From an optimization exercise on the open Yosys and OpenROAD flow, aimed at small area, a short achievable clock period and few clock cycles per item; shortcuts taken in it are not production practice.
Where RTL was checked, it was by simulation tests only, not by an equivalence proof against the original.
The RTL of run 2 was laid out without a check of its function.

==> flow/design.v, too long to show whole: its modules and the start of the top module <==
// module idct_fa: 10 lines
// module idct_ha: 9 lines
// module idct_core: 1095 lines
// module idct_flow_ctrl: 89 lines
// module idct8_top: 64 lines
module idct8_top #(
        parameter int ROUND_SHIFT = 7
) (
        input  logic                    clk,
        input  logic                    reset,
        input  logic                    in_req,
        input  idct_pkg::coef_vec_t     coef,
        input  logic                    out_ack,
        output logic                    in_ack,
        output logic                    out_req,
        output idct_pkg::sample_vec_t   samples
);
  // ...
==> flow/flow/run.sh <==
#!/bin/bash
# The standard layout (standard.sh, unchanged synthesis), with plain buf_1 cells as the
# input and output port buffers, and timing repair aiming 6.3 ns of slack at the 9 ns constraint
set -euo pipefail
bash standard.sh "BUFFER_PORTS_ARGS=-buffer_cell sky130_fd_sc_hd__buf_1" SETUP_SLACK_MARGIN=6.3 finish > standard.log 2>&1
==> flow/standard.sh <==
#!/bin/bash
# synth_recipe.tcl (not shown) runs the flow's synth.tcl, then flattens the netlist and writes it again
# the make line also repeats each setting of config.mk as NAME=value (left out here)
make -C /OpenROAD-flow-scripts/flow DESIGN_CONFIG=/design/flow/config.mk WORK_HOME=/design/flow/orfs CLKGATE_MAP_FILE= SYNTH_SCRIPT=/design/flow/synth_recipe.tcl "${@:-finish}"
==> flow/config.mk <==
export PLATFORM = sky130hd
export DESIGN_NAME = idct8_top
export DESIGN_NICKNAME = idct8_top
export VERILOG_FILES = /design/flow/design.v
export SDC_FILE = /design/flow/constraint.sdc
export NUM_CORES = 4
export LEC_CHECK = 0
export CAP_MARGIN = 20
export CORE_MARGIN = 2
export CORE_UTILIZATION = 40
export SETUP_SLACK_MARGIN = 5
export SLEW_MARGIN = 20
export SYNTH_HIERARCHICAL = 1
export SYNTH_MINIMUM_KEEP_SIZE = 0
==> flow/constraint.sdc <==
create_clock -name core_clock -period 9.0 [get_ports {clk}]
set_input_delay 1.8000 -clock core_clock [delete_from_list [all_inputs] [get_ports {clk}]]
set_output_delay 1.8000 -clock core_clock [all_outputs]
set_load 0.01 [all_outputs]
==> impl_metrics.csv, run 1 <==
group,metric,value,unit
setup_path,arrival,1.14,ns
place,gp_congestion,0.862,
layout,clock_cell_area_share,6.66,%
sta,holdWs,0.398,ns
layout,largestClassByArea,"flip-flops and latches",
sta,setup_viol,0,
layout,multi_input_area,11700,µm²
grt,grtUsageMet3,2.94,%
floorplanning,initial_core_util,40.5,%
setup_path,r2r_start,"idct_flow_ctrl_inst.coef_q[55]$_DFF_P_",
layout,layout_common_cells,"fa_1 (369), dfxtp_1 (323), edfxtp_1 (160)",
detailed_routing,drc,0,
floorplanning,chipWidth,249,µm
detailed_routing,drt_iter0_markers,507,
setup_path,max_stage_delay,0.40,ns
detailed_routing,totalWireLength,52000,µm
place,postPlaceCellArea,26000,µm²
outcome,status,"no timing/DRC/antenna violations",
setup_path,startpoint,"samples[49]$_DFFE_PP_",
clock_network,clk_latency,0.61,ns
sta,worst_slack,6.06,ns
sta,rsz0062_at_grt,"true",
layout,nets,2475,
grt,antenna_found_initial,0,
clock_network,ctsHoldBuffers,0,
logic_synthesis,synth_simple_gate_area_share,2.56,%
layout,multi_input_cells,883,
sta,fin_worst_skew,0.0152,ns
logic_synthesis,synth_flop_cell,"dfxtp_1",
grt,grt_util_met1,24.0,%
setup_path,cp.required,7.20,ns
layout,nFlopsAndLatches,512,
logic_synthesis,synth_edf_count,160,
floorplanning,ioPinCount,278,
hold_path,hold_path_depth,0,
sta,period_share,32.7,%
Testbench counts, summed over its fixed seeds: cycles 9,632, items 2,400.
==> inputs of run 2 (changes only) <==
--- a/flow/design.v
+++ b/flow/design.v
@@ -53,20 +53,18 @@
                 kc_q[4] <= (k_nx == 2'd2);
                 kc_q[5] <= (k_nx == 2'd3);
                 kc_q[6] <= (k_nx == 2'd1) | (k_nx == 2'd3);
                 kc_q[7] <= (k_nx == 2'd1);
                 kc_q[8] <= (k_nx == 2'd2) | (k_nx == 2'd3);
         end
         logic [24:0] e_q0, e_q1;
         logic [24:0] o_q0, o_q1, o_q2;
-        logic [17:0] yp_qa, yp_qb;
-        logic yp_qc;
-        logic [17:0] ym_qa, ym_qb;
-        logic ym_qc;
+        logic [24:0] e_bq;
+        logic [24:0] o_bq;
         wire e_s1, e_c2;
         idct_fa u_e_s1 (.a(kc_q[2]), .b(coef_q[0]), .ci(coef_q[38]), .s(e_s1), .co(e_c2));
         wire e_s3, e_c4;
         idct_ha u_e_s3 (.a(coef_q[37]), .b(coef_q[34]), .s(e_s3), .co(e_c4));
         wire e_s5, e_c6;
         idct_fa u_e_s5 (.a(kc_q[3]), .b(coef_q[1]), .ci(coef_q[39]), .s(e_s5), .co(e_c6));
         wire e_s7, e_c8;
         idct_fa u_e_s7 (.a(coef_q[38]), .b(coef_q[35]), .ci(coef_q[33]), .s(e_s7), .co(e_c8));
@@ -601,350 +599,73 @@
         wire o_s537, o_c538;
         idct_fa u_o_s537 (.a(o_s491), .b(o_c488), .ci(o_s493), .s(o_s537), .co(o_c538));
         wire o_s539, o_c540;
         idct_fa u_o_s539 (.a(o_c492), .b(o_s495), .ci(o_s497), .s(o_s539), .co(o_c540));
         wire o_s541, o_c542;
         idct_fa u_o_s541 (.a(o_s499), .b(o_c496), .ci(o_s501), .s(o_s541), .co(o_c542));
         wire o_s543, o_c544;
         idct_fa u_o_s543 (.a(coef_q[31]), .b(coef_q[63]), .ci(~o_c500), .s(o_s543), .co(o_c544));
-        wire yp_s545, yp_c546;
-        idct_ha u_yp_s545 (.a(e_q0[0]), .b(e_q1[0]), .s(yp_s545), .co(yp_c546));
-        wire yp_s547, yp_c548;
-        idct_fa u_yp_s547 (.a(e_q0[1]), .b(e_q1[1]), .ci(o_q0[1]), .s(yp_s547), .co(yp_c548));
-        wire yp_s549, yp_c550;
-        idct_fa u_yp_s549 (.a(e_q0[2]), .b(e_q1[2]), .ci(o_q0[2]), .s(yp_s549), .co(yp_c550));
-        wire yp_s551, yp_c552;
-        idct_fa u_yp_s551 (.a(e_q0[3]), .b(e_q1[3]), .ci(o_q0[3]), .s(yp_s551), .co(yp_c552));
-        wire yp_s553, yp_c554;
-        idct_fa u_yp_s553 (.a(e_q0[4]), .b(e_q1[4]), .ci(o_q0[4]), .s(yp_s553), .co(yp_c554));
-        wire yp_s555, yp_c556;
-        idct_fa u_yp_s555 (.a(e_q0[5]), .b(e_q1[5]), .ci(o_q0[5]), .s(yp_s555), .co(yp_c556));
-        wire yp_s557, yp_c558;
-        idct_fa u_yp_s557 (.a(e_q0[6]), .b(e_q1[6]), .ci(o_q0[6]), .s(yp_s557), .co(yp_c558));
-        wire yp_s559, yp_c560;
-        idct_fa u_yp_s559 (.a(e_q0[7]), .b(e_q1[7]), .ci(o_q0[7]), .s(yp_s559), .co(yp_c560));
-        wire yp_s561, yp_c562;
-        idct_fa u_yp_s561 (.a(e_q0[8]), .b(e_q1[8]), .ci(o_q0[8]), .s(yp_s561), .co(yp_c562));
-        wire yp_s563, yp_c564;
-        idct_fa u_yp_s563 (.a(e_q0[9]), .b(e_q1[9]), .ci(o_q0[9]), .s(yp_s563), .co(yp_c564));
-        wire yp_s565, yp_c566;
-        idct_fa u_yp_s565 (.a(e_q0[10]), .b(e_q1[10]), .ci(o_q0[10]), .s(yp_s565), .co(yp_c566));
-        wire yp_s567, yp_c568;
-        idct_fa u_yp_s567 (.a(e_q0[11]), .b(e_q1[11]), .ci(o_q0[11]), .s(yp_s567), .co(yp_c568));
-        wire yp_s569, yp_c570;
-        idct_fa u_yp_s569 (.a(e_q0[12]), .b(e_q1[12]), .ci(o_q0[12]), .s(yp_s569), .co(yp_c570));
-        wire yp_s571, yp_c572;
-        idct_fa u_yp_s571 (.a(e_q0[13]), .b(e_q1[13]), .ci(o_q0[13]), .s(yp_s571), .co(yp_c572));
-        wire yp_s573, yp_c574;
-        idct_fa u_yp_s573 (.a(e_q0[14]), .b(e_q1[14]), .ci(o_q0[14]), .s(yp_s573), .co(yp_c574));
-        wire yp_s575, yp_c576;
-        idct_fa u_yp_s575 (.a(e_q0[15]), .b(e_q1[15]), .ci(o_q0[15]), .s(yp_s575), .co(yp_c576));
-        wire yp_s577, yp_c578;
-        idct_fa u_yp_s577 (.a(e_q0[16]), .b(e_q1[16]), .ci(o_q0[16]), .s(yp_s577), .co(yp_c578));
-        wire yp_s579, yp_c580;
-        idct_fa u_yp_s579 (.a(e_q0[17]), .b(e_q1[17]), .ci(o_q0[17]), .s(yp_s579), .co(yp_c580));
-        wire yp_s581, yp_c582;
-        idct_fa u_yp_s581 (.a(e_q0[18]), .b(e_q1[18]), .ci(o_q0[18]), .s(yp_s581), .co(yp_c582));
-        wire yp_s583, yp_c584;
-        idct_fa u_yp_s583 (.a(e_q0[19]), .b(e_q1[19]), .ci(o_q0[19]), .s(yp_s583), .co(yp_c584));
-        wire yp_s585, yp_c586;
-        idct_fa u_yp_s585 (.a(e_q0[20]), .b(e_q1[20]), .ci(o_q0[20]), .s(yp_s585), .co(yp_c586));
-        wire yp_s587, yp_c588;
-        idct_fa u_yp_s587 (.a(e_q0[21]), .b(e_q1[21]), .ci(~o_q0[21]), .s(yp_s587), .co(yp_c588));
-        wire yp_s589, yp_c590;
-        idct_ha u_yp_s589 (.a(o_q0[0]), .b(o_q1[0]), .s(yp_s589), .co(yp_c590));
-        wire yp_s591, yp_c592;
-        idct_fa u_yp_s591 (.a(o_q1[1]), .b(o_q2[1]), .ci(yp_c546), .s(yp_s591), .co(yp_c592));
-        wire yp_s593, yp_c594;
-        idct_fa u_yp_s593 (.a(o_q1[2]), .b(o_q2[2]), .ci(yp_c548), .s(yp_s593), .co(yp_c594));
-        wire yp_s595, yp_c596;
-        idct_fa u_yp_s595 (.a(o_q1[3]), .b(o_q2[3]), .ci(yp_c550), .s(yp_s595), .co(yp_c596));
-        wire yp_s597, yp_c598;
-        idct_fa u_yp_s597 (.a(o_q1[4]), .b(o_q2[4]), .ci(yp_c552), .s(yp_s597), .co(yp_c598));
-        wire yp_s599, yp_c600;
-        idct_fa u_yp_s599 (.a(o_q1[5]), .b(o_q2[5]), .ci(yp_c554), .s(yp_s599), .co(yp_c600));
-        wire yp_s601, yp_c602;
-        idct_fa u_yp_s601 (.a(o_q1[6]), .b(o_q2[6]), .ci(yp_c556), .s(yp_s601), .co(yp_c602));
-        wire yp_s603, yp_c604;
-        idct_fa u_yp_s603 (.a(o_q1[7]), .b(o_q2[7]), .ci(yp_c558), .s(yp_s603), .co(yp_c604));
-        wire yp_s605, yp_c606;
-        idct_fa u_yp_s605 (.a(o_q1[8]), .b(o_q2[8]), .ci(yp_c560), .s(yp_s605), .co(yp_c606));
-        wire yp_s607, yp_c608;
-        idct_fa u_yp_s607 (.a(o_q1[9]), .b(o_q2[9]), .ci(yp_c562), .s(yp_s607), .co(yp_c608));
-        wire yp_s609, yp_c610;
-        idct_fa u_yp_s609 (.a(o_q1[10]), .b(o_q2[10]), .ci(yp_c564), .s(yp_s609), .co(yp_c610));
-        wire yp_s611, yp_c612;
-        idct_fa u_yp_s611 (.a(o_q1[11]), .b(o_q2[11]), .ci(yp_c566), .s(yp_s611), .co(yp_c612));
-        wire yp_s613, yp_c614;
-        idct_fa u_yp_s613 (.a(o_q1[12]), .b(o_q2[12]), .ci(yp_c568), .s(yp_s613), .co(yp_c614));
-        wire yp_s615, yp_c616;
-        idct_fa u_yp_s615 (.a(o_q1[13]), .b(o_q2[13]), .ci(yp_c570), .s(yp_s615), .co(yp_c616));
-        wire yp_s617, yp_c618;
-        idct_fa u_yp_s617 (.a(o_q1[14]), .b(o_q2[14]), .ci(yp_c572), .s(yp_s617), .co(yp_c618));
-        wire yp_s619, yp_c620;
-        idct_fa u_yp_s619 (.a(o_q1[15]), .b(o_q2[15]), .ci(yp_c574), .s(yp_s619), .co(yp_c620));
-        wire yp_s621, yp_c622;
-        idct_fa u_yp_s621 (.a(o_q1[16]), .b(o_q2[16]), .ci(yp_c576), .s(yp_s621), .co(yp_c622));
-        wire yp_s623, yp_c624;
-        idct_fa u_yp_s623 (.a(o_q1[17]), .b(o_q2[17]), .ci(yp_c578), .s(yp_s623), .co(yp_c624));
-        wire yp_s625, yp_c626;
-        idct_fa u_yp_s625 (.a(o_q1[18]), .b(o_q2[18]), .ci(yp_c580), .s(yp_s625), .co(yp_c626));
-        wire yp_s627, yp_c628;
-        idct_fa u_yp_s627 (.a(o_q1[19]), .b(o_q2[19]), .ci(yp_c582), .s(yp_s627), .co(yp_c628));
-        wire yp_s629, yp_c630;
-        idct_fa u_yp_s629 (.a(o_q1[20]), .b(o_q2[20]), .ci(yp_c584), .s(yp_s629), .co(yp_c630));
-        wire yp_s631, yp_c632;
-        idct_fa u_yp_s631 (.a(o_q1[21]), .b(o_q2[21]), .ci(yp_c586), .s(yp_s631), .co(yp_c632));
-        wire yp_s633, yp_c634;
-        idct_fa u_yp_s633 (.a(e_q0[22]), .b(~e_q1[22]), .ci(o_q0[22]), .s(yp_s633), .co(yp_c634));
-        wire yp_s635, yp_c636;
-        idct_ha u_yp_s635 (.a(o_q2[0]), .b(yp_s589), .s(yp_s635), .co(yp_c636));
-        wire yp_s637, yp_c638;
-        idct_fa u_yp_s637 (.a(yp_c590), .b(yp_s547), .ci(yp_s591), .s(yp_s637), .co(yp_c638));
-        wire yp_s639, yp_c640;
-        idct_fa u_yp_s639 (.a(yp_s549), .b(yp_c592), .ci(yp_s593), .s(yp_s639), .co(yp_c640));
-        wire yp_s641, yp_c642;
-        idct_fa u_yp_s641 (.a(yp_s551), .b(yp_c594), .ci(yp_s595), .s(yp_s641), .co(yp_c642));
-        wire yp_s643, yp_c644;
-        idct_fa u_yp_s643 (.a(yp_s553), .b(yp_c596), .ci(yp_s597), .s(yp_s643), .co(yp_c644));
-        wire yp_s645, yp_c646;
-        idct_fa u_yp_s645 (.a(yp_s555), .b(yp_c598), .ci(yp_s599), .s(yp_s645), .co(yp_c646));
-        wire yp_s647, yp_c648;
-        idct_fa u_yp_s647 (.a(yp_s557), .b(yp_c600), .ci(yp_s601), .s(yp_s647), .co(yp_c648));
-        wire yp_s649, yp_c650;
-        idct_fa u_yp_s649 (.a(yp_s559), .b(yp_c602), .ci(yp_s603), .s(yp_s649), .co(yp_c650));
-        wire yp_s651, yp_c652;
-        idct_fa u_yp_s651 (.a(yp_s561), .b(yp_c604), .ci(yp_s605), .s(yp_s651), .co(yp_c652));
-        wire yp_s653, yp_c654;
-        idct_fa u_yp_s653 (.a(yp_s563), .b(yp_c606), .ci(yp_s607), .s(yp_s653), .co(yp_c654));
-        wire yp_s655, yp_c656;
-        idct_fa u_yp_s655 (.a(yp_s565), .b(yp_c608), .ci(yp_s609), .s(yp_s655), .co(yp_c656));
-        wire yp_s657, yp_c658;
-        idct_fa u_yp_s657 (.a(yp_s567), .b(yp_c610), .ci(yp_s611), .s(yp_s657), .co(yp_c658));
-        wire yp_s659, yp_c660;
-        idct_fa u_yp_s659 (.a(yp_s569), .b(yp_c612), .ci(yp_s613), .s(yp_s659), .co(yp_c660));
-        wire yp_s661, yp_c662;
-        idct_fa u_yp_s661 (.a(yp_s571), .b(yp_c614), .ci(yp_s615), .s(yp_s661), .co(yp_c662));
-        wire yp_s663, yp_c664;
-        idct_fa u_yp_s663 (.a(yp_s573), .b(yp_c616), .ci(yp_s617), .s(yp_s663), .co(yp_c664));
-        wire yp_s665, yp_c666;
-        idct_fa u_yp_s665 (.a(yp_s575), .b(yp_c618), .ci(yp_s619), .s(yp_s665), .co(yp_c666));
-        wire yp_s667, yp_c668;
-        idct_fa u_yp_s667 (.a(yp_s577), .b(yp_c620), .ci(yp_s621), .s(yp_s667), .co(yp_c668));
-        wire yp_s669, yp_c670;
-        idct_fa u_yp_s669 (.a(yp_s579), .b(yp_c622), .ci(yp_s623), .s(yp_s669), .co(yp_c670));
-        wire yp_s671, yp_c672;
-        idct_fa u_yp_s671 (.a(yp_s581), .b(yp_c624), .ci(yp_s625), .s(yp_s671), .co(yp_c672));
-        wire yp_s673, yp_c674;
-        idct_fa u_yp_s673 (.a(yp_s583), .b(yp_c626), .ci(yp_s627), .s(yp_s673), .co(yp_c674));
-        wire yp_s675, yp_c676;
-        idct_fa u_yp_s675 (.a(yp_s585), .b(yp_c628), .ci(yp_s629), .s(yp_s675), .co(yp_c676));
-        wire yp_s677, yp_c678;
-        idct_fa u_yp_s677 (.a(yp_s587), .b(yp_c630), .ci(yp_s631), .s(yp_s677), .co(yp_c678));
-        wire yp_s679, yp_c680;
-        idct_fa u_yp_s679 (.a(yp_c588), .b(~yp_s633), .ci(yp_c632), .s(yp_s679), .co(yp_c680));
-        wire [24:0] yp_a681, yp_b682;
-        wire yp_cy683;
-        wire [6:0] yp_cy683_lo;
-        assign yp_a681 = {~1'b0, ~yp_c634, yp_c678, yp_c676, yp_c674, yp_c672, yp_c670, yp_c668, yp_c666, yp_c664, yp_c662, yp_c660, yp_c658, yp_c656, yp_c654, yp_c652, yp_c650, yp_c648, yp_c646, yp_c644, yp_c642, yp_c640, yp_c638, yp_c636, yp_s545};
-        assign yp_b682 = {1'b0, yp_c680, yp_s679, yp_s677, yp_s675, yp_s673, yp_s671, yp_s669, yp_s667, yp_s665, yp_s663, yp_s661, yp_s659, yp_s657, yp_s655, yp_s653, yp_s651, yp_s649, yp_s647, yp_s645, yp_s643, yp_s641, yp_s639, yp_s637, yp_s635};
-        assign {yp_cy683, yp_cy683_lo} = yp_a681[6:0] + yp_b682[6:0];
-        wire [18:0] yp_r684;
-        assign yp_r684 = {yp_qa, yp_qc} + {yp_qb, yp_qc};
-        wire ym_s685, ym_c686;
-        idct_ha u_ym_s685 (.a(~e_q0[0]), .b(~e_q1[0]), .s(ym_s685), .co(ym_c686));
-        wire ym_s687, ym_c688;
-        idct_ha u_ym_s687 (.a(~e_q0[1]), .b(~e_q1[1]), .s(ym_s687), .co(ym_c688));
-        wire ym_s689, ym_c690;
-        idct_ha u_ym_s689 (.a(~o_q0[1]), .b(~o_q1[1]), .s(ym_s689), .co(ym_c690));
-        wire ym_s691, ym_c692;
-        idct_fa u_ym_s691 (.a(e_q0[2]), .b(e_q1[2]), .ci(~o_q0[2]), .s(ym_s691), .co(ym_c692));
-        wire ym_s693, ym_c694;
-        idct_ha u_ym_s693 (.a(~o_q1[2]), .b(~o_q2[2]), .s(ym_s693), .co(ym_c694));
-        wire ym_s695, ym_c696;
-        idct_fa u_ym_s695 (.a(e_q0[3]), .b(e_q1[3]), .ci(~o_q0[3]), .s(ym_s695), .co(ym_c696));
-        wire ym_s697, ym_c698;
-        idct_ha u_ym_s697 (.a(~o_q1[3]), .b(~o_q2[3]), .s(ym_s697), .co(ym_c698));
-        wire ym_s699, ym_c700;
-        idct_fa u_ym_s699 (.a(e_q0[4]), .b(e_q1[4]), .ci(~o_q0[4]), .s(ym_s699), .co(ym_c700));
-        wire ym_s701, ym_c702;
-        idct_ha u_ym_s701 (.a(~o_q1[4]), .b(~o_q2[4]), .s(ym_s701), .co(ym_c702));
-        wire ym_s703, ym_c704;
-        idct_fa u_ym_s703 (.a(e_q0[5]), .b(e_q1[5]), .ci(~o_q0[5]), .s(ym_s703), .co(ym_c704));
-        wire ym_s705, ym_c706;
-        idct_ha u_ym_s705 (.a(~o_q1[5]), .b(~o_q2[5]), .s(ym_s705), .co(ym_c706));
-        wire ym_s707, ym_c708;
-        idct_fa u_ym_s707 (.a(e_q0[6]), .b(e_q1[6]), .ci(~o_q0[6]), .s(ym_s707), .co(ym_c708));
-        wire ym_s709, ym_c710;
-        idct_ha u_ym_s709 (.a(~o_q1[6]), .b(~o_q2[6]), .s(ym_s709), .co(ym_c710));
-        wire ym_s711, ym_c712;
-        idct_fa u_ym_s711 (.a(e_q0[7]), .b(e_q1[7]), .ci(~o_q0[7]), .s(ym_s711), .co(ym_c712));
-        wire ym_s713, ym_c714;
-        idct_ha u_ym_s713 (.a(~o_q1[7]), .b(~o_q2[7]), .s(ym_s713), .co(ym_c714));
-        wire ym_s715, ym_c716;
-        idct_fa u_ym_s715 (.a(e_q0[8]), .b(e_q1[8]), .ci(~o_q0[8]), .s(ym_s715), .co(ym_c716));
-        wire ym_s717, ym_c718;
-        idct_ha u_ym_s717 (.a(~o_q1[8]), .b(~o_q2[8]), .s(ym_s717), .co(ym_c718));
-        wire ym_s719, ym_c720;
-        idct_fa u_ym_s719 (.a(e_q0[9]), .b(e_q1[9]), .ci(~o_q0[9]), .s(ym_s719), .co(ym_c720));
-        wire ym_s721, ym_c722;
-        idct_ha u_ym_s721 (.a(~o_q1[9]), .b(~o_q2[9]), .s(ym_s721), .co(ym_c722));
-        wire ym_s723, ym_c724;
-        idct_fa u_ym_s723 (.a(e_q0[10]), .b(e_q1[10]), .ci(~o_q0[10]), .s(ym_s723), .co(ym_c724));
-        wire ym_s725, ym_c726;
-        idct_ha u_ym_s725 (.a(~o_q1[10]), .b(~o_q2[10]), .s(ym_s725), .co(ym_c726));
-        wire ym_s727, ym_c728;
-        idct_fa u_ym_s727 (.a(e_q0[11]), .b(e_q1[11]), .ci(~o_q0[11]), .s(ym_s727), .co(ym_c728));
-        wire ym_s729, ym_c730;
-        idct_ha u_ym_s729 (.a(~o_q1[11]), .b(~o_q2[11]), .s(ym_s729), .co(ym_c730));
-        wire ym_s731, ym_c732;
-        idct_fa u_ym_s731 (.a(e_q0[12]), .b(e_q1[12]), .ci(~o_q0[12]), .s(ym_s731), .co(ym_c732));
-        wire ym_s733, ym_c734;
-        idct_ha u_ym_s733 (.a(~o_q1[12]), .b(~o_q2[12]), .s(ym_s733), .co(ym_c734));
-        wire ym_s735, ym_c736;
-        idct_fa u_ym_s735 (.a(e_q0[13]), .b(e_q1[13]), .ci(~o_q0[13]), .s(ym_s735), .co(ym_c736));
-        wire ym_s737, ym_c738;
-        idct_ha u_ym_s737 (.a(~o_q1[13]), .b(~o_q2[13]), .s(ym_s737), .co(ym_c738));
-        wire ym_s739, ym_c740;
-        idct_fa u_ym_s739 (.a(e_q0[14]), .b(e_q1[14]), .ci(~o_q0[14]), .s(ym_s739), .co(ym_c740));
-        wire ym_s741, ym_c742;
-        idct_ha u_ym_s741 (.a(~o_q1[14]), .b(~o_q2[14]), .s(ym_s741), .co(ym_c742));
-        wire ym_s743, ym_c744;
-        idct_fa u_ym_s743 (.a(e_q0[15]), .b(e_q1[15]), .ci(~o_q0[15]), .s(ym_s743), .co(ym_c744));
-        wire ym_s745, ym_c746;
-        idct_ha u_ym_s745 (.a(~o_q1[15]), .b(~o_q2[15]), .s(ym_s745), .co(ym_c746));
-        wire ym_s747, ym_c748;
-        idct_fa u_ym_s747 (.a(e_q0[16]), .b(e_q1[16]), .ci(~o_q0[16]), .s(ym_s747), .co(ym_c748));
-        wire ym_s749, ym_c750;
-        idct_ha u_ym_s749 (.a(~o_q1[16]), .b(~o_q2[16]), .s(ym_s749), .co(ym_c750));
-        wire ym_s751, ym_c752;
-        idct_fa u_ym_s751 (.a(e_q0[17]), .b(e_q1[17]), .ci(~o_q0[17]), .s(ym_s751), .co(ym_c752));
-        wire ym_s753, ym_c754;
-        idct_ha u_ym_s753 (.a(~o_q1[17]), .b(~o_q2[17]), .s(ym_s753), .co(ym_c754));
-        wire ym_s755, ym_c756;
-        idct_fa u_ym_s755 (.a(e_q0[18]), .b(e_q1[18]), .ci(~o_q0[18]), .s(ym_s755), .co(ym_c756));
-        wire ym_s757, ym_c758;
-        idct_ha u_ym_s757 (.a(~o_q1[18]), .b(~o_q2[18]), .s(ym_s757), .co(ym_c758));
-        wire ym_s759, ym_c760;
-        idct_fa u_ym_s759 (.a(e_q0[19]), .b(e_q1[19]), .ci(~o_q0[19]), .s(ym_s759), .co(ym_c760));
-        wire ym_s761, ym_c762;
-        idct_ha u_ym_s761 (.a(~o_q1[19]), .b(~o_q2[19]), .s(ym_s761), .co(ym_c762));
-        wire ym_s763, ym_c764;
-        idct_fa u_ym_s763 (.a(e_q0[20]), .b(e_q1[20]), .ci(~o_q0[20]), .s(ym_s763), .co(ym_c764));
-        wire ym_s765, ym_c766;
-        idct_ha u_ym_s765 (.a(~o_q1[20]), .b(~o_q2[20]), .s(ym_s765), .co(ym_c766));
-        wire ym_s767, ym_c768;
-        idct_fa u_ym_s767 (.a(e_q0[21]), .b(e_q1[21]), .ci(o_q0[21]), .s(ym_s767), .co(ym_c768));
-        wire ym_s769, ym_c770;
-        idct_ha u_ym_s769 (.a(~o_q1[21]), .b(~o_q2[21]), .s(ym_s769), .co(ym_c770));
-        wire ym_s771, ym_c772;
-        idct_ha u_ym_s771 (.a(~e_q0[22]), .b(e_q1[22]), .s(ym_s771), .co(ym_c772));
-        wire ym_s773, ym_c774;
-        idct_ha u_ym_s773 (.a(~o_q0[0]), .b(~o_q1[0]), .s(ym_s773), .co(ym_c774));
-        wire ym_s775, ym_c776;
-        idct_fa u_ym_s775 (.a(o_q2[1]), .b(ym_c686), .ci(ym_s687), .s(ym_s775), .co(ym_c776));
-        wire ym_s777, ym_c778;
-        idct_fa u_ym_s777 (.a(~ym_c688), .b(ym_c690), .ci(ym_s693), .s(ym_s777), .co(ym_c778));
-        wire ym_s779, ym_c780;
-        idct_fa u_ym_s779 (.a(ym_c694), .b(ym_s697), .ci(ym_c692), .s(ym_s779), .co(ym_c780));
-        wire ym_s781, ym_c782;
-        idct_fa u_ym_s781 (.a(ym_c698), .b(ym_s701), .ci(ym_c696), .s(ym_s781), .co(ym_c782));
-        wire ym_s783, ym_c784;
-        idct_fa u_ym_s783 (.a(ym_c702), .b(ym_s705), .ci(ym_c700), .s(ym_s783), .co(ym_c784));
-        wire ym_s785, ym_c786;
-        idct_fa u_ym_s785 (.a(ym_c706), .b(ym_s709), .ci(ym_c704), .s(ym_s785), .co(ym_c786));
-        wire ym_s787, ym_c788;
-        idct_fa u_ym_s787 (.a(ym_c710), .b(ym_s713), .ci(ym_c708), .s(ym_s787), .co(ym_c788));
-        wire ym_s789, ym_c790;
-        idct_fa u_ym_s789 (.a(ym_c714), .b(ym_s717), .ci(ym_c712), .s(ym_s789), .co(ym_c790));
-        wire ym_s791, ym_c792;
-        idct_fa u_ym_s791 (.a(ym_c718), .b(ym_s721), .ci(ym_c716), .s(ym_s791), .co(ym_c792));
-        wire ym_s793, ym_c794;
-        idct_fa u_ym_s793 (.a(ym_c722), .b(ym_s725), .ci(ym_c720), .s(ym_s793), .co(ym_c794));
-        wire ym_s795, ym_c796;
-        idct_fa u_ym_s795 (.a(ym_c726), .b(ym_s729), .ci(ym_c724), .s(ym_s795), .co(ym_c796));
-        wire ym_s797, ym_c798;
-        idct_fa u_ym_s797 (.a(ym_c730), .b(ym_s733), .ci(ym_c728), .s(ym_s797), .co(ym_c798));
-        wire ym_s799, ym_c800;
-        idct_fa u_ym_s799 (.a(ym_c734), .b(ym_s737), .ci(ym_c732), .s(ym_s799), .co(ym_c800));
-        wire ym_s801, ym_c802;
-        idct_fa u_ym_s801 (.a(ym_c738), .b(ym_s741), .ci(ym_c736), .s(ym_s801), .co(ym_c802));
-        wire ym_s803, ym_c804;
-        idct_fa u_ym_s803 (.a(ym_c742), .b(ym_s745), .ci(ym_c740), .s(ym_s803), .co(ym_c804));
-        wire ym_s805, ym_c806;
-        idct_fa u_ym_s805 (.a(ym_c746), .b(ym_s749), .ci(ym_c744), .s(ym_s805), .co(ym_c806));
-        wire ym_s807, ym_c808;
-        idct_fa u_ym_s807 (.a(ym_c750), .b(ym_s753), .ci(ym_c748), .s(ym_s807), .co(ym_c808));
-        wire ym_s809, ym_c810;
-        idct_fa u_ym_s809 (.a(ym_c754), .b(ym_s757), .ci(ym_c752), .s(ym_s809), .co(ym_c810));
-        wire ym_s811, ym_c812;
-        idct_fa u_ym_s811 (.a(ym_c758), .b(ym_s761), .ci(ym_c756), .s(ym_s811), .co(ym_c812));
-        wire ym_s813, ym_c814;
-        idct_fa u_ym_s813 (.a(ym_c762), .b(ym_s765), .ci(ym_c760), .s(ym_s813), .co(ym_c814));
-        wire ym_s815, ym_c816;
-        idct_fa u_ym_s815 (.a(ym_c766), .b(ym_s769), .ci(ym_c764), .s(ym_s815), .co(ym_c816));
-        wire ym_s817, ym_c818;
-        idct_fa u_ym_s817 (.a(o_q0[22]), .b(ym_c770), .ci(ym_s771), .s(ym_s817), .co(ym_c818));
-        wire ym_s819, ym_c820;
-        idct_ha u_ym_s819 (.a(~o_q2[0]), .b(ym_s773), .s(ym_s819), .co(ym_c820));
-        wire ym_s821, ym_c822;
-        idct_fa u_ym_s821 (.a(ym_c774), .b(ym_s689), .ci(~ym_s775), .s(ym_s821), .co(ym_c822));
-        wire ym_s823, ym_c824;
-        idct_fa u_ym_s823 (.a(ym_s691), .b(~ym_c776), .ci(ym_s777), .s(ym_s823), .co(ym_c824));
-        wire ym_s825, ym_c826;
-        idct_fa u_ym_s825 (.a(ym_s695), .b(ym_c778), .ci(ym_s779), .s(ym_s825), .co(ym_c826));
-        wire ym_s827, ym_c828;
-        idct_fa u_ym_s827 (.a(ym_s699), .b(ym_c780), .ci(ym_s781), .s(ym_s827), .co(ym_c828));
-        wire ym_s829, ym_c830;
-        idct_fa u_ym_s829 (.a(ym_s703), .b(ym_c782), .ci(ym_s783), .s(ym_s829), .co(ym_c830));
-        wire ym_s831, ym_c832;
-        idct_fa u_ym_s831 (.a(ym_s707), .b(ym_c784), .ci(ym_s785), .s(ym_s831), .co(ym_c832));
-        wire ym_s833, ym_c834;
-        idct_fa u_ym_s833 (.a(ym_s711), .b(ym_c786), .ci(ym_s787), .s(ym_s833), .co(ym_c834));
-        wire ym_s835, ym_c836;
-        idct_fa u_ym_s835 (.a(ym_s715), .b(ym_c788), .ci(ym_s789), .s(ym_s835), .co(ym_c836));
-        wire ym_s837, ym_c838;
-        idct_fa u_ym_s837 (.a(ym_s719), .b(ym_c790), .ci(ym_s791), .s(ym_s837), .co(ym_c838));
-        wire ym_s839, ym_c840;
-        idct_fa u_ym_s839 (.a(ym_s723), .b(ym_c792), .ci(ym_s793), .s(ym_s839), .co(ym_c840));
-        wire ym_s841, ym_c842;
-        idct_fa u_ym_s841 (.a(ym_s727), .b(ym_c794), .ci(ym_s795), .s(ym_s841), .co(ym_c842));
-        wire ym_s843, ym_c844;
-        idct_fa u_ym_s843 (.a(ym_s731), .b(ym_c796), .ci(ym_s797), .s(ym_s843), .co(ym_c844));
-        wire ym_s845, ym_c846;
-        idct_fa u_ym_s845 (.a(ym_s735), .b(ym_c798), .ci(ym_s799), .s(ym_s845), .co(ym_c846));
-        wire ym_s847, ym_c848;
-        idct_fa u_ym_s847 (.a(ym_s739), .b(ym_c800), .ci(ym_s801), .s(ym_s847), .co(ym_c848));
-        wire ym_s849, ym_c850;
-        idct_fa u_ym_s849 (.a(ym_s743), .b(ym_c802), .ci(ym_s803), .s(ym_s849), .co(ym_c850));
-        wire ym_s851, ym_c852;
-        idct_fa u_ym_s851 (.a(ym_s747), .b(ym_c804), .ci(ym_s805), .s(ym_s851), .co(ym_c852));
-        wire ym_s853, ym_c854;
-        idct_fa u_ym_s853 (.a(ym_s751), .b(ym_c806), .ci(ym_s807), .s(ym_s853), .co(ym_c854));
-        wire ym_s855, ym_c856;
-        idct_fa u_ym_s855 (.a(ym_s755), .b(ym_c808), .ci(ym_s809), .s(ym_s855), .co(ym_c856));
-        wire ym_s857, ym_c858;
-        idct_fa u_ym_s857 (.a(ym_s759), .b(ym_c810), .ci(ym_s811), .s(ym_s857), .co(ym_c858));
-        wire ym_s859, ym_c860;
-        idct_fa u_ym_s859 (.a(ym_s763), .b(ym_c812), .ci(ym_s813), .s(ym_s859), .co(ym_c860));
-        wire ym_s861, ym_c862;
-        idct_fa u_ym_s861 (.a(ym_s767), .b(ym_c814), .ci(ym_s815), .s(ym_s861), .co(ym_c862));
-        wire ym_s863, ym_c864;
-        idct_fa u_ym_s863 (.a(ym_c768), .b(ym_s817), .ci(ym_c816), .s(ym_s863), .co(ym_c864));
-        wire ym_s865, ym_c866;
-        idct_ha u_ym_s865 (.a(ym_c772), .b(ym_c818), .s(ym_s865), .co(ym_c866));
-        wire [24:0] ym_a867, ym_b868;
-        wire ym_cy869;
-        wire [6:0] ym_cy869_lo;
-        assign ym_a867 = {~1'b0, ym_s865, ym_c862, ym_c860, ym_c858, ym_c856, ym_c854, ym_c852, ym_c850, ym_c848, ym_c846, ym_c844, ym_c842, ym_c840, ym_c838, ym_c836, ym_c834, ym_c832, ym_c830, ym_c828, ym_c826, ym_c824, ym_c822, ym_c820, ~ym_s685};
-        assign ym_b868 = {ym_c866, ym_c864, ym_s863, ym_s861, ym_s859, ym_s857, ym_s855, ym_s853, ym_s851, ym_s849, ym_s847, ym_s845, ym_s843, ym_s841, ym_s839, ym_s837, ym_s835, ym_s833, ym_s831, ym_s829, ym_s827, ym_s825, ym_s823, ym_s821, ym_s819};
-        assign {ym_cy869, ym_cy869_lo} = ym_a867[6:0] + ym_b868[6:0];
-        wire [18:0] ym_r870;
-        assign ym_r870 = {ym_qa, ym_qc} + {ym_qb, ym_qc};
+        wire o2_s545, o2_c546;
+        idct_ha u_o2_s545 (.a(o_q0[0]), .b(o_q1[0]), .s(o2_s545), .co(o2_c546));
+        wire o2_s547, o2_c548;
+        idct_fa u_o2_s547 (.a(o_q0[1]), .b(o_q1[1]), .ci(o_q2[1]), .s(o2_s547), .co(o2_c548));
+        wire o2_s549, o2_c550;
+        idct_fa u_o2_s549 (.a(o_q0[2]), .b(o_q1[2]), .ci(o_q2[2]), .s(o2_s549), .co(o2_c550));
+        wire o2_s551, o2_c552;
+        idct_fa u_o2_s551 (.a(o_q0[3]), .b(o_q1[3]), .ci(o_q2[3]), .s(o2_s551), .co(o2_c552));
+        wire o2_s553, o2_c554;
+        idct_fa u_o2_s553 (.a(o_q0[4]), .b(o_q1[4]), .ci(o_q2[4]), .s(o2_s553), .co(o2_c554));
+        wire o2_s555, o2_c556;
+        idct_fa u_o2_s555 (.a(o_q0[5]), .b(o_q1[5]), .ci(o_q2[5]), .s(o2_s555), .co(o2_c556));
+        wire o2_s557, o2_c558;
+        idct_fa u_o2_s557 (.a(o_q0[6]), .b(o_q1[6]), .ci(o_q2[6]), .s(o2_s557), .co(o2_c558));
+        wire o2_s559, o2_c560;
+        idct_fa u_o2_s559 (.a(o_q0[7]), .b(o_q1[7]), .ci(o_q2[7]), .s(o2_s559), .co(o2_c560));
+        wire o2_s561, o2_c562;
+        idct_fa u_o2_s561 (.a(o_q0[8]), .b(o_q1[8]), .ci(o_q2[8]), .s(o2_s561), .co(o2_c562));
+        wire o2_s563, o2_c564;
+        idct_fa u_o2_s563 (.a(o_q0[9]), .b(o_q1[9]), .ci(o_q2[9]), .s(o2_s563), .co(o2_c564));
+        wire o2_s565, o2_c566;
+        idct_fa u_o2_s565 (.a(o_q0[10]), .b(o_q1[10]), .ci(o_q2[10]), .s(o2_s565), .co(o2_c566));
+        wire o2_s567, o2_c568;
+        idct_fa u_o2_s567 (.a(o_q0[11]), .b(o_q1[11]), .ci(o_q2[11]), .s(o2_s567), .co(o2_c568));
+        wire o2_s569, o2_c570;
+        idct_fa u_o2_s569 (.a(o_q0[12]), .b(o_q1[12]), .ci(o_q2[12]), .s(o2_s569), .co(o2_c570));
+        wire o2_s571, o2_c572;
+        idct_fa u_o2_s571 (.a(o_q0[13]), .b(o_q1[13]), .ci(o_q2[13]), .s(o2_s571), .co(o2_c572));
+        wire o2_s573, o2_c574;
+        idct_fa u_o2_s573 (.a(o_q0[14]), .b(o_q1[14]), .ci(o_q2[14]), .s(o2_s573), .co(o2_c574));
+        wire o2_s575, o2_c576;
+        idct_fa u_o2_s575 (.a(o_q0[15]), .b(o_q1[15]), .ci(o_q2[15]), .s(o2_s575), .co(o2_c576));
+        wire o2_s577, o2_c578;
+        idct_fa u_o2_s577 (.a(o_q0[16]), .b(o_q1[16]), .ci(o_q2[16]), .s(o2_s577), .co(o2_c578));
+        wire o2_s579, o2_c580;
+        idct_fa u_o2_s579 (.a(o_q0[17]), .b(o_q1[17]), .ci(o_q2[17]), .s(o2_s579), .co(o2_c580));
+        wire o2_s581, o2_c582;
+        idct_fa u_o2_s581 (.a(o_q0[18]), .b(o_q1[18]), .ci(o_q2[18]), .s(o2_s581), .co(o2_c582));
+        wire o2_s583, o2_c584;
+        idct_fa u_o2_s583 (.a(o_q0[19]), .b(o_q1[19]), .ci(o_q2[19]), .s(o2_s583), .co(o2_c584));
+        wire o2_s585, o2_c586;
+        idct_fa u_o2_s585 (.a(o_q0[20]), .b(o_q1[20]), .ci(o_q2[20]), .s(o2_s585), .co(o2_c586));
+        wire o2_s587, o2_c588;
+        idct_fa u_o2_s587 (.a(~o_q0[21]), .b(o_q1[21]), .ci(o_q2[21]), .s(o2_s587), .co(o2_c588));
+        wire [24:0] e_sa589, e_sb590;
+        assign e_sa589 = {~1'b0, ~1'b0, ~e_q0[22], e_q0[21], e_q0[20], e_q0[19], e_q0[18], e_q0[17], e_q0[16], e_q0[15], e_q0[14], e_q0[13], e_q0[12], e_q0[11], e_q0[10], e_q0[9], e_q0[8], e_q0[7], e_q0[6], e_q0[5], e_q0[4], e_q0[3], e_q0[2], e_q0[1], e_q0[0]};
+        assign e_sb590 = {1'b0, 1'b0, e_q1[22], e_q1[21], e_q1[20], e_q1[19], e_q1[18], e_q1[17], e_q1[16], e_q1[15], e_q1[14], e_q1[13], e_q1[12], e_q1[11], e_q1[10], e_q1[9], e_q1[8], e_q1[7], e_q1[6], e_q1[5], e_q1[4], e_q1[3], e_q1[2], e_q1[1], e_q1[0]};
+        wire [24:0] e_sum591;
+        assign e_sum591 = e_sa589 + e_sb590;
+        wire [24:0] o_sa592, o_sb593;
+        assign o_sa592 = {~1'b0, ~1'b0, ~o_q0[22], o2_c586, o2_c584, o2_c582, o2_c580, o2_c578, o2_c576, o2_c574, o2_c572, o2_c570, o2_c568, o2_c566, o2_c564, o2_c562, o2_c560, o2_c558, o2_c556, o2_c554, o2_c552, o2_c550, o2_c548, o2_c546, o_q2[0]};
+        assign o_sb593 = {1'b0, 1'b0, o2_c588, o2_s587, o2_s585, o2_s583, o2_s581, o2_s579, o2_s577, o2_s575, o2_s573, o2_s571, o2_s569, o2_s567, o2_s565, o2_s563, o2_s561, o2_s559, o2_s557, o2_s555, o2_s553, o2_s551, o2_s549, o2_s547, o2_s545};
+        wire [24:0] o_sum594;
+        assign o_sum594 = o_sa592 + o_sb593;
+        wire [24:0] yp_r595, ym_r596;
+        assign yp_r595 = e_bq + o_bq;
+        assign ym_r596 = e_bq - o_bq;
         always_ff @(posedge clk) begin
                 e_q0[0] <= kc_q[0];
                 e_q0[1] <= coef_q[32];
                 e_q0[2] <= e_c170;
                 e_q0[3] <= e_c172;
                 e_q0[4] <= e_c174;
                 e_q0[5] <= e_c176;
                 e_q0[6] <= e_c178;
@@ -1049,93 +770,69 @@
                 o_q2[14] <= o_s529;
                 o_q2[15] <= o_s531;
                 o_q2[16] <= o_s533;
                 o_q2[17] <= o_s535;
                 o_q2[18] <= o_c536;
                 o_q2[19] <= o_s539;
                 o_q2[20] <= o_c540;
                 o_q2[21] <= o_c542;
-                yp_qa[0] <= yp_a681[7];
-                yp_qb[0] <= yp_b682[7];
-                yp_qa[1] <= yp_a681[8];
-                yp_qb[1] <= yp_b682[8];
-                yp_qa[2] <= yp_a681[9];
-                yp_qb[2] <= yp_b682[9];
-                yp_qa[3] <= yp_a681[10];
-                yp_qb[3] <= yp_b682[10];
-                yp_qa[4] <= yp_a681[11];
-                yp_qb[4] <= yp_b682[11];
-                yp_qa[5] <= yp_a681[12];
-                yp_qb[5] <= yp_b682[12];
-                yp_qa[6] <= yp_a681[13];
-                yp_qb[6] <= yp_b682[13];
-                yp_qa[7] <= yp_a681[14];
-                yp_qb[7] <= yp_b682[14];
-                yp_qa[8] <= yp_a681[15];
-                yp_qb[8] <= yp_b682[15];
-                yp_qa[9] <= yp_a681[16];
-                yp_qb[9] <= yp_b682[16];
-                yp_qa[10] <= yp_a681[17];
-                yp_qb[10] <= yp_b682[17];
-                yp_qa[11] <= yp_a681[18];
-                yp_qb[11] <= yp_b682[18];
-                yp_qa[12] <= yp_a681[19];
-                yp_qb[12] <= yp_b682[19];
-                yp_qa[13] <= yp_a681[20];
-                yp_qb[13] <= yp_b682[20];
-                yp_qa[14] <= yp_a681[21];
-                yp_qb[14] <= yp_b682[21];
-                yp_qa[15] <= yp_a681[22];
-                yp_qb[15] <= yp_b682[22];
-                yp_qa[16] <= yp_a681[23];
-                yp_qb[16] <= yp_b682[23];
-                yp_qa[17] <= yp_a681[24];
-                yp_qb[17] <= yp_b682[24];
-                yp_qc <= yp_cy683;
-                ym_qa[0] <= ym_a867[7];
-                ym_qb[0] <= ym_b868[7];
-                ym_qa[1] <= ym_a867[8];
-                ym_qb[1] <= ym_b868[8];
-                ym_qa[2] <= ym_a867[9];
-                ym_qb[2] <= ym_b868[9];
-                ym_qa[3] <= ym_a867[10];
-                ym_qb[3] <= ym_b868[10];
-                ym_qa[4] <= ym_a867[11];
-                ym_qb[4] <= ym_b868[11];
-                ym_qa[5] <= ym_a867[12];
-                ym_qb[5] <= ym_b868[12];
-                ym_qa[6] <= ym_a867[13];
-                ym_qb[6] <= ym_b868[13];
-                ym_qa[7] <= ym_a867[14];
-                ym_qb[7] <= ym_b868[14];
-                ym_qa[8] <= ym_a867[15];
-                ym_qb[8] <= ym_b868[15];
-                ym_qa[9] <= ym_a867[16];
-                ym_qb[9] <= ym_b868[16];
-                ym_qa[10] <= ym_a867[17];
-                ym_qb[10] <= ym_b868[17];
-                ym_qa[11] <= ym_a867[18];
-                ym_qb[11] <= ym_b868[18];
-                ym_qa[12] <= ym_a867[19];
-                ym_qb[12] <= ym_b868[19];
-                ym_qa[13] <= ym_a867[20];
-                ym_qb[13] <= ym_b868[20];
-                ym_qa[14] <= ym_a867[21];
-                ym_qb[14] <= ym_b868[21];
-                ym_qa[15] <= ym_a867[22];
-                ym_qb[15] <= ym_b868[22];
-                ym_qa[16] <= ym_a867[23];
-                ym_qb[16] <= ym_b868[23];
-                ym_qa[17] <= ym_a867[24];
-                ym_qb[17] <= ym_b868[24];
-                ym_qc <= ym_cy869;
+                e_bq[0] <= e_sum591[0];
+                e_bq[1] <= e_sum591[1];
+                e_bq[2] <= e_sum591[2];
+                e_bq[3] <= e_sum591[3];
+                e_bq[4] <= e_sum591[4];
+                e_bq[5] <= e_sum591[5];
+                e_bq[6] <= e_sum591[6];
+                e_bq[7] <= e_sum591[7];
+                e_bq[8] <= e_sum591[8];
+                e_bq[9] <= e_sum591[9];
+                e_bq[10] <= e_sum591[10];
+                e_bq[11] <= e_sum591[11];
+                e_bq[12] <= e_sum591[12];
+                e_bq[13] <= e_sum591[13];
+                e_bq[14] <= e_sum591[14];
+                e_bq[15] <= e_sum591[15];
+                e_bq[16] <= e_sum591[16];
+                e_bq[17] <= e_sum591[17];
+                e_bq[18] <= e_sum591[18];
+                e_bq[19] <= e_sum591[19];
+                e_bq[20] <= e_sum591[20];
+                e_bq[21] <= e_sum591[21];
+                e_bq[22] <= e_sum591[22];
+                e_bq[23] <= e_sum591[23];
+                e_bq[24] <= e_sum591[24];
+                o_bq[0] <= o_sum594[0];
+                o_bq[1] <= o_sum594[1];
+                o_bq[2] <= o_sum594[2];
+                o_bq[3] <= o_sum594[3];
+                o_bq[4] <= o_sum594[4];
+                o_bq[5] <= o_sum594[5];
+                o_bq[6] <= o_sum594[6];
+                o_bq[7] <= o_sum594[7];
+                o_bq[8] <= o_sum594[8];
+                o_bq[9] <= o_sum594[9];
+                o_bq[10] <= o_sum594[10];
+                o_bq[11] <= o_sum594[11];
+                o_bq[12] <= o_sum594[12];
+                o_bq[13] <= o_sum594[13];
+                o_bq[14] <= o_sum594[14];
+                o_bq[15] <= o_sum594[15];
+                o_bq[16] <= o_sum594[16];
+                o_bq[17] <= o_sum594[17];
+                o_bq[18] <= o_sum594[18];
+                o_bq[19] <= o_sum594[19];
+                o_bq[20] <= o_sum594[20];
+                o_bq[21] <= o_sum594[21];
+                o_bq[22] <= o_sum594[22];
+                o_bq[23] <= o_sum594[23];
+                o_bq[24] <= o_sum594[24];
         end
-        assign yp = yp_r684[18:1];
-        assign ym = ym_r870[18:1];
+        assign yp = yp_r595[24:7];
+        assign ym = ym_r596[24:7];
 endmodule
 `timescale 1ns/1ps
 module idct_flow_ctrl (
         input  logic                  clk,
         input  logic                  reset,
         input  logic                  in_req,
         input  idct_pkg::coef_vec_t   coef,
         input  logic                  out_ack,
==> flow/flow/run.sh (replaced) <==
#!/bin/bash
set -euo pipefail
bash standard.sh "BUFFER_PORTS_ARGS=-buffer_cell sky130_fd_sc_hd__buf_1" SETUP_SLACK_MARGIN=6.0 finish > standard.log 2>&1
==> flow/config.mk (replaced) <==
export PLATFORM = sky130hd
export DESIGN_NAME = idct8_top
export DESIGN_NICKNAME = idct8_top
export VERILOG_FILES = /design/flow/design.v
export SDC_FILE = /design/flow/constraint.sdc
export NUM_CORES = 4
export LEC_CHECK = 0
export CAP_MARGIN = 20
export CORE_MARGIN = 2
export CORE_UTILIZATION = 60
export CTS_CLUSTER_DIAMETER = 70
export CTS_CLUSTER_SIZE = 26
export SETUP_SLACK_MARGIN = 5
export SLEW_MARGIN = 20
export SYNTH_HIERARCHICAL = 1
export SYNTH_MINIMUM_KEEP_SIZE = 0
==> run 2 against run 1 <==
Compared with the run above:
- still clean
- cell area decreased by 8.7%
- clock-buffer cell count shrank 34
- wire length decreased by 12%
- largest cell class unchanged
- setup slack worse by 0.049 ns
- cell count shrank 9.4%
- via count up 2.5%
==> impl_metrics.csv, run 2 <==
group,metric,value,unit
detailed_routing,drt_iter0_markers,691,
place,place_worst_setup_slack,4.27,ns
logic_synthesis,yosysWarnings,9,
setup_path,r2r_start,"idct_core_inst.o_q0[1]$_DFF_P_",
layout,layout_common_cells,"dfxtp_1 (321), buf_1 (267), fa_1 (260)",
setup_path,cp-endpoint,"out_req",
sta,fin_crit,2.99,ns
logic_synthesis,synth.area.top_cells,"dfxtp_1 (28%), fa_1 (23%), edfxtp_1 (21%), ha_1 (7.2%), mux2_2 (3.1%)",
layout,antenna_cells,0,
setup_path,worst_setup_path_start_kind,"flop",
layout,syn_to_final_growth,12.6,%
logic_synthesis,synth_edf_count,160,
detailed_routing,num_vias,13000,
logic_synthesis,syn_nets,2126,
clock_network,htree_levels,1,
layout,drive_gt1_share,10.3,%
setup_path,cp.depth,1,
setup_path,startpoint,"idct_flow_ctrl_inst.out_req$_DFF_PP0_",
grt,first_global_vias,13200,
setup_path,rrSetupSlack,6.11,ns
clock_network,cts_tree,"yes",
floorplanning,die-area,39900,µm²
job,max-cap-violations,0,
place,place.port_buffers,277,
logic_synthesis,synth_area_per_cell,14.3,µm²
logic_synthesis,ys_ff_latch,491,
logic_synthesis,ys_seq_area_share,50.0,%
floorplanning,die_h,200,µm
grt,antenna_found_initial,0,
grt,grt_max_degree,84,
floorplanning,chipWidth,200,µm
place,gp_congestion,0.834,
detailed_routing,drc,0,
setup_path,crit_path_cell_trace,"buf_2",
layout,final_common_cell,"dfxtp_1",
logic_synthesis,yosysTopAreaCell,"dfxtp_1",
detailed_routing,totalWireLength,45700,µm
logic_synthesis,synthTopCellsByCount,"dfxtp_1 (321), fa_1 (261), edfxtp_1 (160), ha_1 (132)",
layout,nets,2414,
setup_path,rr_endpoint,"idct_core_inst.o_bq[21]$_DFF_P_",
clock_network,ctsHoldBuffers,0,
setup_path,worst-path-max-fanout,3,
layout,largestRegisters,"samples x144, idct_flow_ctrl_inst.coef_q x128",
layout,top_register,"samples",
detailed_routing,drt-wirelength-per-cell,18.8,µm
detailed_routing,drtAntennaViolNets,0,
logic_synthesis,netlist_instances,1601,
floorplanning,initial_core_util,61.0,%
sta,worst_slack,6.01,ns
clock_network,path_clk_slew,0.09,ns
hold_path,min_path_type,"flop to flop",
logic_synthesis,synth.most_common_cell,"dfxtp_1",
setup_path,arrival,1.19,ns
setup_path,cp_num_buf_inv,1,
sta,max_slew_margin,32.3,%
logic_synthesis,synth_top_cell_area_share,28.0,%
clock_network,root_buffer,"clkbuf_16",
sta,rsz0062_at_grt,"true",
detailed_routing,first_pass_iters,5,
clock_network,clk_latency,0.63,ns
layout,largest_reg_flops,144,
logic_synthesis,async_reset_ff_share,2.04,%
setup_path,critPathKind,"flop to output pin",
setup_path,slowest_stage,"dfrtp_1",
sta,slew_viol_final,0,
sta,period_share,33.3,%
floorplanning,ioPinCount,278,
setup_path,cp.required,7.20,ns
setup_path,critPathTopFamily,"flip-flops",
setup_path,end_kind,"output pin",
clock_network,cts_buffer_depth,3,
detailed_routing,vias_per_cell,5.38,
logic_synthesis,synth_cell_types,77,
logic_synthesis,synth_flop_cell,"dfxtp_1",
sta,finalHoldViolations,0,
grt,track_usage,23.4,%
setup_path,rr_worst_depth,10,
sta,setup_viol,0,
sta,tightest_slew,1.02,ns
grt,grt_first_pass_wirelength,71300,µm
setup_path,max_stage_delay,0.42,ns
place,hpwl,35700,µm
grt,grt_overflow_total,0,
clock_network,clock-sinks,491,
sta,finalSetupTns,0,ns
floorplanning,core_area,37700,µm²
outcome,status,"no timing/DRC/antenna violations",
clock_network,cts_made_buffers,31,
sta,fmax,334,MHz
sta,fin_worst_skew,0.0315,ns
logic_synthesis,syn_area,23000,µm²
floorplanning,num_rows,71,
-- run 2: cells by family (layout without fill, tap and decap cells) --
logic type      count (synthesis)  count (layout)  synth area share, %
mux                            65              65                 3.18
xor+xnor                       74              74                 2.82
fa+ha+maj                     393             393                 29.9
simple gates                  186             186                 3.80
compound gates                282             282                 8.19
buf+inv                       110             423                 2.08
flops                         491             491                 50.0
-- run 2: per-module statistics from Yosys (local to each module, per instance) --
module	cell area (µm²)	copies in the design	flip-flops and latches	cells
idct_core	7840	1	170	781
idct8_top	5040	1	180	180
idct_ha	12.5	35	0	1
idct_flow_ctrl	4460	1	141	346
idct_fa	20.0	259	0	1
-- run 2: per-stage QoR --
step                hold slack [ns]  cells  util (%)  instance area [µm²]
floorplan                     0.369   1601         -                23100
global placement              0.386   2361      65.2                24600
detailed placement            0.389   2361      65.2                24600
CTS                           0.409   2420      68.3                25700
global route                  0.415   2425      68.7                25900
finish                        0.409   2425      68.7                25900
-- run 2: area by class of cell --
type / count / area, µm²
multi-input combinational: 1000 / 11100
clock inverter: 22 / 302
tap: 511 / 639
timing repair buffer: 286 / 1190
inverter: 79 / 314
sequential: 491 / 11500
clock buffer: 36 / 795
fill: 2765 / 11800
-- run 2: how the worst min path moves through the flow --
stage	slack [ns]	cells past startpoint	to	start
finish	0.41	0	samples[133]$_DFFE_PP_	ym_q[7]$_DFF_P_
global route	0.42	0	samples[130]$_DFFE_PP_	ym_q[4]$_DFF_P_
CTS	0.41	0	samples[130]$_DFFE_PP_	ym_q[4]$_DFF_P_
detailed placement	0.39	0	samples[12]$_DFFE_PP_	yp_q[12]$_DFF_P_
global placement	0.39	0	samples[128]$_DFFE_PP_	ym_q[2]$_DFF_P_
floorplan	0.37	0	idct_core_inst.o_q0[1]$_DFF_P_	idct_flow_ctrl_inst.coef_q[112]$_DFF_P_
-- run 2: per-layer routing --
metal | GRT usage, % | vias to the layer above | part of all wire [%]
met2 | 38.6 | 346 | 49
met1 | 34.1 | 6533 | 45
li1 | - | 6114 | -
met5 | 0 | - | 0
met4 | 4.22 | 0 | 1.4
met3 | 2.85 | 48 | 4.4
-- run 2: what timing repair did --
item                       in CTS  in global routing
gates resized for setup        11                 22
pin swaps                       0                  7
setup endpoints to repair     181                 72
buffers inserted                0                  4
cloned                          1                  1

## afterwards: timing with drivers on the ports
The flow's constraints put no driver on any port. The routed layouts listed below were extracted and timed again, unchanged, in two steps.
Step 1 assumes that a clkbuf_16 drives the clock port and a buf_2 every other input.
Step 2 moves the port delays by t, midway between the first and last clock arrival at a register: inputs arrive t later, outputs are due t later. That takes back most of the time a late clock gives input paths.
Three values: ideal, step 1, step 2; two values: the first two.
run	t (ns)	setup slack, ns	cell pins on the clock port's net
run 1	0.657	6.056 / 5.998 / 5.713	1
run 2	0.663	6.007 / 5.954 / 5.510	1
After both steps setup and hold are still met in every run listed. The setup slack of run 2, which loses most, moves by -0.053 ns with the drivers and by -0.497 ns with both steps.
